From an optimization exercise on the open Yosys and OpenROAD flow, aimed at small area, a short achievable clock period and few clock cycles per item; shortcuts taken in it are not production practice.
The RTL was checked by simulation tests, not by an equivalence proof against the original design.

== P ==
// booth_radix2_multiplier_core
module booth_radix2_multiplier_core #(
   parameter int MAX_WIDTH = 16
) (
   input  logic                      clock,
   input  logic                      reset,
   input  logic                          req_valid,
   output logic                          req_ready,
   input  logic [brm_pkg::IN_W-1:0]      req_multiplicand_bits,
   input  logic [brm_pkg::IN_W-1:0]      req_multiplier_bits,
   output logic                          rsp_valid,
   input  logic                          rsp_ready,
   output logic [brm_pkg::PRODUCT_W-1:0] rsp_product_bits,
   output logic                          rsp_negative,
   output logic [brm_pkg::MAG_W-1:0]     rsp_magnitude,
   input  logic                      csr_write_enable,
   input  logic [brm_pkg::CFG_W-1:0] csr_write_data
);
   logic [15:0] wm, wtop;
   logic [31:0] pmask;
   logic [3:0] nm1_ff;
   always_ff @(posedge clock) begin
      if (reset) begin
         nm1_ff <= 4'd15;
      end else if (csr_write_enable) begin
         nm1_ff <= (csr_write_data < 5'd2) ? 4'd1 : (csr_write_data > 5'd16) ? 4'd15 : 4'(csr_write_data - 5'd1);
      end
   end
   always_comb begin
      for (int i = 0; i < 16; i++) begin
         wm[i] = (4'(i) <= nm1_ff);
      end
   end
   assign wtop = wm & ~(wm >> 1);
   always_comb begin
      for (int i = 0; i < 16; i++) begin
         pmask[2*i]   = wm[i];
         pmask[2*i+1] = wm[i];
      end
   end
   logic        en;
   logic        req_sa, req_sb;
   logic [15:0] ax;
   logic [7:0] one;
   logic [7:0] two;
   logic [7:0] neg;
   logic ng;
   logic [15:0] ax_c;
  ...
Size: ~170 flip-flops, ~110 I/O pins, ~0.014 mm² of cells after synthesis.
export LEC_CHECK = 0
export ABC_CLOCK_PERIOD_IN_PS = 3300
export CAP_MARGIN = 20
export CORE_MARGIN = 2
export CORE_UTILIZATION = 40
export PLACE_DENSITY = 0.6
export SETUP_SLACK_MARGIN = 3.9
export SLEW_MARGIN = 20
create_clock -name core_clock -period 7.2 [get_ports {clock}]
standard.sh (not shown) runs the stock make flow with config.mk's settings and CLKGATE_MAP_FILE= SYNTH_SCRIPT=/design/flow/synth_recipe.tcl, a recipe that flattens the netlist after the stock synthesis.
==> flow/flow/run.sh <==
#!/bin/bash
# Layout flow: the standard ORFS flow, with the port buffers made from
# sky130_fd_sc_hd__buf_2 instead of the delay cell buffer_ports picks by default.
set -euo pipefail
sed 's|"\${@:-finish}"|BUFFER_PORTS_ARGS="-buffer_cell sky130_fd_sc_hd__buf_2" "${@:-finish}"|' standard.sh > flow_standard_mod.sh
bash flow_standard_mod.sh > flow_make.log 2>&1
P: all stages complete, timing, DRC and antenna checks passed
Testbench counts of P, summed over its fixed seeds: cycles 8,024, items 8,000.
What Q does differently from P at the input level:
Settings: swapping 0.6 for 0.75 in PLACE_DENSITY; swapping 40 for 60 in CORE_UTILIZATION.
==> flow/flow/run.sh <==
#!/bin/bash
# Layout flow: the standard ORFS flow (standard.sh) with two changes:
#  1. synthesis: the same script, except that Yosys's "synth -run fine:" step
#     gets -noabc, so the quick ABC pass there does not re-encode the adder
#     trees before extract_fa (it leaves fewer inverters around the fa/ha
#     cells); flops, hierarchy flattening and renaming are as in synth_recipe.tcl.
#  2. port buffers are sky130_fd_sc_hd__buf_2 instead of the delay cell that
#     buffer_ports picks by default.
# Each tool's output goes to the ORFS logs under orfs/logs; make's own output
# goes to flow_make.log here.
set -euo pipefail
here=$(pwd)
sed 's|^proc synth {args} { yosys synth -nofsm -noshare {\*}\$args }|proc synth {args} { if {[lsearch -exact $args fine:] >= 0} { lappend args -noabc }; yosys synth -nofsm -noshare {*}$args }|' synth_recipe.tcl > flow_synth.tcl
grep -q -- '-noabc' flow_synth.tcl
sed -e "s|SYNTH_SCRIPT=[^ ]*|SYNTH_SCRIPT=$here/flow_synth.tcl|" \
    -e 's|"\${@:-finish}"|BUFFER_PORTS_ARGS="-buffer_cell sky130_fd_sc_hd__buf_2" "${@:-finish}"|' standard.sh > flow_standard_mod.sh
grep -q flow_synth.tcl flow_standard_mod.sh
bash flow_standard_mod.sh > flow_make.log 2>&1
Notes after the runs:
- The non-clock buffer count in Q was lower than what P gave.
- P reports its critical path's slowest cell as sky130_fd_sc_hd__fa_1 while Q reports sky130_fd_sc_hd__fa_2.
- | sequential share of layout area | higher: Q |
- Taking P as the reference, in Q share of the yosys chip area belonging to registers essentially unchanged, final cell utilization of the core increased 23 points.
- Summary — number of combinational gates with multiple inputs, Q relative to P: lower, by 10.
### Q -> R
Settings: CORE_UTILIZATION changed from 60 to 40; PLACE_DENSITY changed from 0.75 to 0.6.
==> notes.md <==
Detailed-route via count was lower in R than in Q.
R vs. Q: met2 usage in global routing went down by 17 points.
Between Q and R, fraction of area in registers is lower for R, Q comes in above that.
X dimension of the die is higher on R

* * *

Another version of the RTL of booth_radix2_multiplier_core (not shown whole).
Size in the first run: ~1,300 cells after synthesis, roughly 110 I/O pins, about 14,000 um^2 of cells after synthesis.
Design booth_radix2_multiplier_core, start of the top module:
module booth_radix2_multiplier_core #(
   parameter int MAX_WIDTH = 16
) (
   input  logic                      clock,
   input  logic                      reset,
   input  logic                          req_valid,
   output logic                          req_ready,
   input  logic [brm_pkg::IN_W-1:0]      req_multiplicand_bits,
   input  logic [brm_pkg::IN_W-1:0]      req_multiplier_bits,
   output logic                          rsp_valid,
   input  logic                          rsp_ready,
   output logic [brm_pkg::PRODUCT_W-1:0] rsp_product_bits,
   output logic                          rsp_negative,
   output logic [brm_pkg::MAG_W-1:0]     rsp_magnitude,
   input  logic                      csr_write_enable,
   input  logic [brm_pkg::CFG_W-1:0] csr_write_data
);
export LEC_CHECK = 0
export ABC_CLOCK_PERIOD_IN_PS = 3300
export CAP_MARGIN = 20
export CORE_MARGIN = 2
export CORE_UTILIZATION = 40
export PLACE_DENSITY = 0.6
export SETUP_SLACK_MARGIN = 3.9
export SLEW_MARGIN = 20
create_clock -name core_clock -period 7.2 [get_ports {clock}]
==> flow/flow/run.sh <==
#!/bin/bash
# Layout flow: the standard ORFS flow (standard.sh) with two changes:
#  1. synthesis: the same script, except that Yosys's "synth -run fine:" step
#     gets -noabc, so the quick ABC pass there does not re-encode the adder
#     trees before extract_fa (it leaves fewer inverters around the fa/ha
#     cells); flops, hierarchy flattening and renaming are as in synth_recipe.tcl.
#  2. port buffers are sky130_fd_sc_hd__buf_2 instead of the delay cell that
#     buffer_ports picks by default.
# Each tool's output goes to the ORFS logs under orfs/logs; make's own output
# goes to flow_make.log here.
set -euo pipefail
here=$(pwd)
sed 's|^proc synth {args} { yosys synth -nofsm -noshare {\*}\$args }|proc synth {args} { if {[lsearch -exact $args fine:] >= 0} { lappend args -noabc }; yosys synth -nofsm -noshare {*}$args }|' synth_recipe.tcl > flow_synth.tcl
grep -q -- '-noabc' flow_synth.tcl
sed -e "s|SYNTH_SCRIPT=[^ ]*|SYNTH_SCRIPT=$here/flow_synth.tcl|" \
    -e 's|"\${@:-finish}"|BUFFER_PORTS_ARGS="-buffer_cell sky130_fd_sc_hd__buf_2" "${@:-finish}"|' standard.sh > flow_standard_mod.sh
grep -q flow_synth.tcl flow_standard_mod.sh
bash flow_standard_mod.sh > flow_make.log 2>&1
Testbench counts at the start, summed over its fixed seeds: cycles 8,024, items 8,000.
Change:
Settings changed: ABC_AREA set to 1.
Outcome: First-iteration DRC count increases by 15%; cell count is higher by 13%; fmax goes down by 5.8%; cell area increases by 3.0%; critical path depth rises by 2; wire length rises by 5.2%; non-clock buffer count stays the same; core utilization goes up by 2.4 points.

==> re-timing with driven ports <==
In the flow no input, the clock included, has a driving cell. The finished layouts below were timed again as built, in two steps. Step 1 assumes that a clkbuf_16 drives the clock port and a buf_2 every other input. Step 2 times the ports against the registers' clock, not the clock port: input delays grow and output delays shrink by t, the midpoint of the rising clock arrivals with the driver on. a / b / c = no drivers / after step 1 / after step 2; a / b = the first two.
run	t (ns)	setup slack, ns	worst setup path after step 2	clock arrival spread, ns	worst register clock-pin slew, ns
P	0.484	3.741 / 3.741 / 3.508	input to register	0.015 / 0.016	0.08 / 0.08
Q	0.481	3.861 / 3.853 / 3.495	input to register	0.017 / 0.017	0.08 / 0.08
R	0.489	3.899 / 3.860 / 3.519	input to register	0.013 / 0.014	0.07 / 0.07
the first run of note 2	0.484	3.915 / 3.877 / 3.594	input to register	0.013 / 0.014	0.07 / 0.07
the second run of note 2	0.493	3.711 / 3.678 / 3.678	input to output	0.013 / 0.013	0.07 / 0.07
After both steps setup and hold are still met in every run listed. For R, which loses most, drivers alone change the setup slack by -0.039 ns; drivers and shift together by -0.380 ns.
